This design comes from an exercise in tuning for small area, a short achievable clock period and few clock cycles per item on the open sky130 flow, not from production work. RTL that was checked went through simulation tests only; none was proved equivalent to the original. Power figures rest on the tool's default switching activity, not on a simulated workload.

the previous run:
==> module gemm_load_feeder, before the edit <==
module gemm_load_feeder (
    input  logic                  clk_i,
    input  logic                  rst_i,
    input  logic                  start_i,
    input  feeder_pkg::xfer_cfg_t cfg_i,
    input  feeder_pkg::word_idx_t first_word_i,
    input  logic                  fifo_data_empty_i,
    input  feeder_pkg::line_t     dram_line_i,
    output logic                  fifo_data_rd_en_o,
    output feeder_pkg::load_cmd_t load_cmd_o,
    output logic                  busy_o
);
    feeder_pkg::sram_idx_t idx_q;
    logic                  active_q;    
    logic [31:0]           sel_q;       
    feeder_pkg::len_t      left_q;      
    logic                  pop_q;       
    logic                  pop_only_q;  
    logic                  valid_q;
    feeder_pkg::word_t     data_q;
    logic                  take;
    logic                  last_word;
    logic                  next_last;
    logic                  at_30;
    logic                  at_31;
    feeder_pkg::word_t     word;
    assign take      = active_q && !fifo_data_empty_i && !pop_only_q;
    assign last_word = (left_q == 15'd1);
    assign at_30     = sel_q[30];
    assign at_31     = sel_q[31];
    assign next_last = (left_q == 15'd2) || at_30;
    always_ff @(posedge clk_i) begin
        if (rst_i) begin
            active_q   <= 1'b0;
            pop_q      <= 1'b0;
            pop_only_q <= 1'b0;
            valid_q    <= 1'b0;
        end else begin
            valid_q    <= take;
            pop_only_q <= 1'b0;
            if (start_i) begin
                active_q <= 1'b1;
                pop_q    <= 1'b0;
            end else if (take) begin
                if (last_word) begin
                    active_q <= 1'b0;
                end
                if (pop_q) begin
                    pop_q <= 1'b0;
                end else if (at_31 || last_word) begin
                    pop_q      <= 1'b1;
                    pop_only_q <= 1'b1;
                end else begin
                    pop_q <= next_last;
                end
            end else if (pop_only_q) begin
                pop_q <= 1'b0;
            end
        end
    end
    always_ff @(posedge clk_i) begin
        if (start_i) begin
            sel_q    <= 32'(1) << first_word_i;
            left_q   <= cfg_i.len;
        end else if (take) begin
            sel_q    <= {sel_q[30:0], sel_q[31]};
            left_q   <= left_q - 1'b1;
        end
    end
    always_ff @(posedge clk_i) begin
        if (start_i) begin
            idx_q <= cfg_i.sram_idx;
        end else if (valid_q) begin
            idx_q <= idx_q + 1'b1;
        end
    end
    always_comb begin
        word = '0;
        for (int k = 0; k < 32; k++) begin
            word = word | (dram_line_i[16*k +: 16] & {16{sel_q[k]}});
        end
    end
    always_ff @(posedge clk_i) begin
        data_q <= word;
    end
    assign load_cmd_o.valid  = valid_q;
    assign load_cmd_o.opcode = cfg_i.weight ? feeder_pkg::OP_LOAD_WEIGHT
                                            : feeder_pkg::OP_LOAD_INPUT;
    assign load_cmd_o.data   = data_q;
    assign load_cmd_o.idx    = idx_q;
    assign fifo_data_rd_en_o = pop_q;
    assign busy_o            = active_q;
endmodule
Settings: LEC_CHECK=0, ABC_CLOCK_PERIOD_IN_PS=2500, CAP_MARGIN=20, CORE_AREA=5 5 235 235, CTS_BUF_LIST=sky130_fd_sc_hd__clkbuf_8 sky130_fd_sc_hd__clkbuf_16, CTS_CLUSTER_DIAMETER=150, CTS_CLUSTER_SIZE=40, DIE_AREA=0 0 240 240, SETUP_SLACK_MARGIN=2.8, SLEW_MARGIN=20; clock period 5.0 ns.
standard.sh (not shown) runs the stock make flow with config.mk's settings and CLKGATE_MAP_FILE= SYNTH_SCRIPT=/design/flow/synth_recipe.tcl, a recipe that flattens the netlist after the stock synthesis.
==> flow/flow/run.sh <==
#!/bin/bash
# Standard ORFS layout, with the port buffers made of the smallest buffer
# cell, and the slow wide OR and NOR cells and the unsizable AOI222 kept
# out of the mapping and sizing.
set -euo pipefail
lib="$FLOW_HOME/platforms/sky130hd/lib/sky130_fd_sc_hd__tt_025C_1v80.lib"
platform=$(sed -n '/DONT_USE_CELLS += /,/^$/p' "$FLOW_HOME/platforms/sky130hd/config.mk" \
  | tr -d '\\' | sed 's/export DONT_USE_CELLS += //' | tr -s ' \n' ' ')
slow=$(grep -o 'cell ("sky130_fd_sc_hd__\(or4\|or3\|nor4\|a222oi\)[a-z0-9_]*")' "$lib" \
  | sed 's/cell ("//; s/")//' | tr '\n' ' ')
echo "DONT_USE_CELLS=$platform $slow" > dont_use.log
export BUFFER_PORTS_ARGS="-buffer_cell sky130_fd_sc_hd__buf_1"
bash standard.sh "DONT_USE_CELLS=$platform $slow" finish > standard.log 2>&1
Inputs modified between the previous run and the current run:
--- a/flow/design.v
+++ b/flow/design.v
@@ -230,11 +230,12 @@
     output feeder_pkg::load_cmd_t load_cmd_o,
     output logic                  busy_o
 );
     feeder_pkg::sram_idx_t idx_q;
     logic                  active_q;    
-    logic [31:0]           sel_q;       
+    logic [3:0]            ptr_lo_q;    
+    logic [7:0]            ptr_hi_q;    
     feeder_pkg::len_t      left_q;      
     logic                  pop_q;       
     logic                  pop_only_q;  
     logic                  valid_q;
     feeder_pkg::word_t     data_q;
@@ -244,12 +245,12 @@
     logic                  at_30;
     logic                  at_31;
     feeder_pkg::word_t     word;
     assign take      = active_q && !fifo_data_empty_i && !pop_only_q;
     assign last_word = (left_q == 15'd1);
-    assign at_30     = sel_q[30];
-    assign at_31     = sel_q[31];
+    assign at_30     = ptr_hi_q[7] && ptr_lo_q[2];
+    assign at_31     = ptr_hi_q[7] && ptr_lo_q[3];
     assign next_last = (left_q == 15'd2) || at_30;
     always_ff @(posedge clk_i) begin
         if (rst_i) begin
             active_q   <= 1'b0;
             pop_q      <= 1'b0;
@@ -278,14 +279,18 @@
             end
         end
     end
     always_ff @(posedge clk_i) begin
         if (start_i) begin
-            sel_q    <= 32'(1) << first_word_i;
+            ptr_lo_q <= 4'(1) << first_word_i[1:0];
+            ptr_hi_q <= 8'(1) << first_word_i[4:2];
             left_q   <= cfg_i.len;
         end else if (take) begin
-            sel_q    <= {sel_q[30:0], sel_q[31]};
+            ptr_lo_q <= {ptr_lo_q[2:0], ptr_lo_q[3]};
+            if (ptr_lo_q[3]) begin
+                ptr_hi_q <= {ptr_hi_q[6:0], ptr_hi_q[7]};
+            end
             left_q   <= left_q - 1'b1;
         end
     end
     always_ff @(posedge clk_i) begin
         if (start_i) begin
@@ -295,11 +300,11 @@
         end
     end
     always_comb begin
         word = '0;
         for (int k = 0; k < 32; k++) begin
-            word = word | (dram_line_i[16*k +: 16] & {16{sel_q[k]}});
+            word = word | (dram_line_i[16*k +: 16] & {16{ptr_lo_q[k % 4] & ptr_hi_q[k / 4]}});
         end
     end
     always_ff @(posedge clk_i) begin
         data_q <= word;
     end
## What came out
Re internal power contribution: the previous run was higher than the current run.
Routed wire length: the current run < the previous run
Compared with the previous run, the current run shows a higher worst slack at placement.
The current run: sequential share of layout area is 3.8 points lower than what the previous run reported.
Of the two values seen for worst setup path endpoint, gemm_load_feeder_inst.data_q[7] was produced by the previous run and gemm_load_feeder_inst.data_q[14] by the current run.
Against the previous run, area after synthesis in the current run fell by a few percent.
The current run vs. the previous run: number of standard cells in the final layout excluding fillers higher; switching power total lower; wire length of the first global-routing pass lower.
Testbench counts of the current run, summed over its fixed seeds: cycles 185,016, words 174,743.
The RTL of the previous run was laid out without a check of its function.

-- static timing again, ports no longer ideal --
No port has a modelled driver above. Below, the same layouts with a new extraction and two added sets of constraints. Step 1 assumes that a clkbuf_16 drives the clock port and a buf_2 every other input. Step 2 moves the port delays by t, midway between the first and last clock arrival at a register: inputs arrive t later, outputs are due t later. That takes back most of the time a late clock gives input paths. Three values: ideal ports, drivers, drivers and shift; two values: the first two.
run | t (ns) | setup WS [ns] | clock arrival spread, ns
the previous run | 0.518 | 2.781 / 2.728 / 2.405 | 0.012 / 0.012
the current run | 0.500 | 2.792 / 2.772 / 2.354 | 0.013 / 0.013
After both steps setup and hold are still met in every run listed. The setup slack of the current run, which loses most, moves by -0.020 ns with the drivers and by -0.438 ns with both steps.
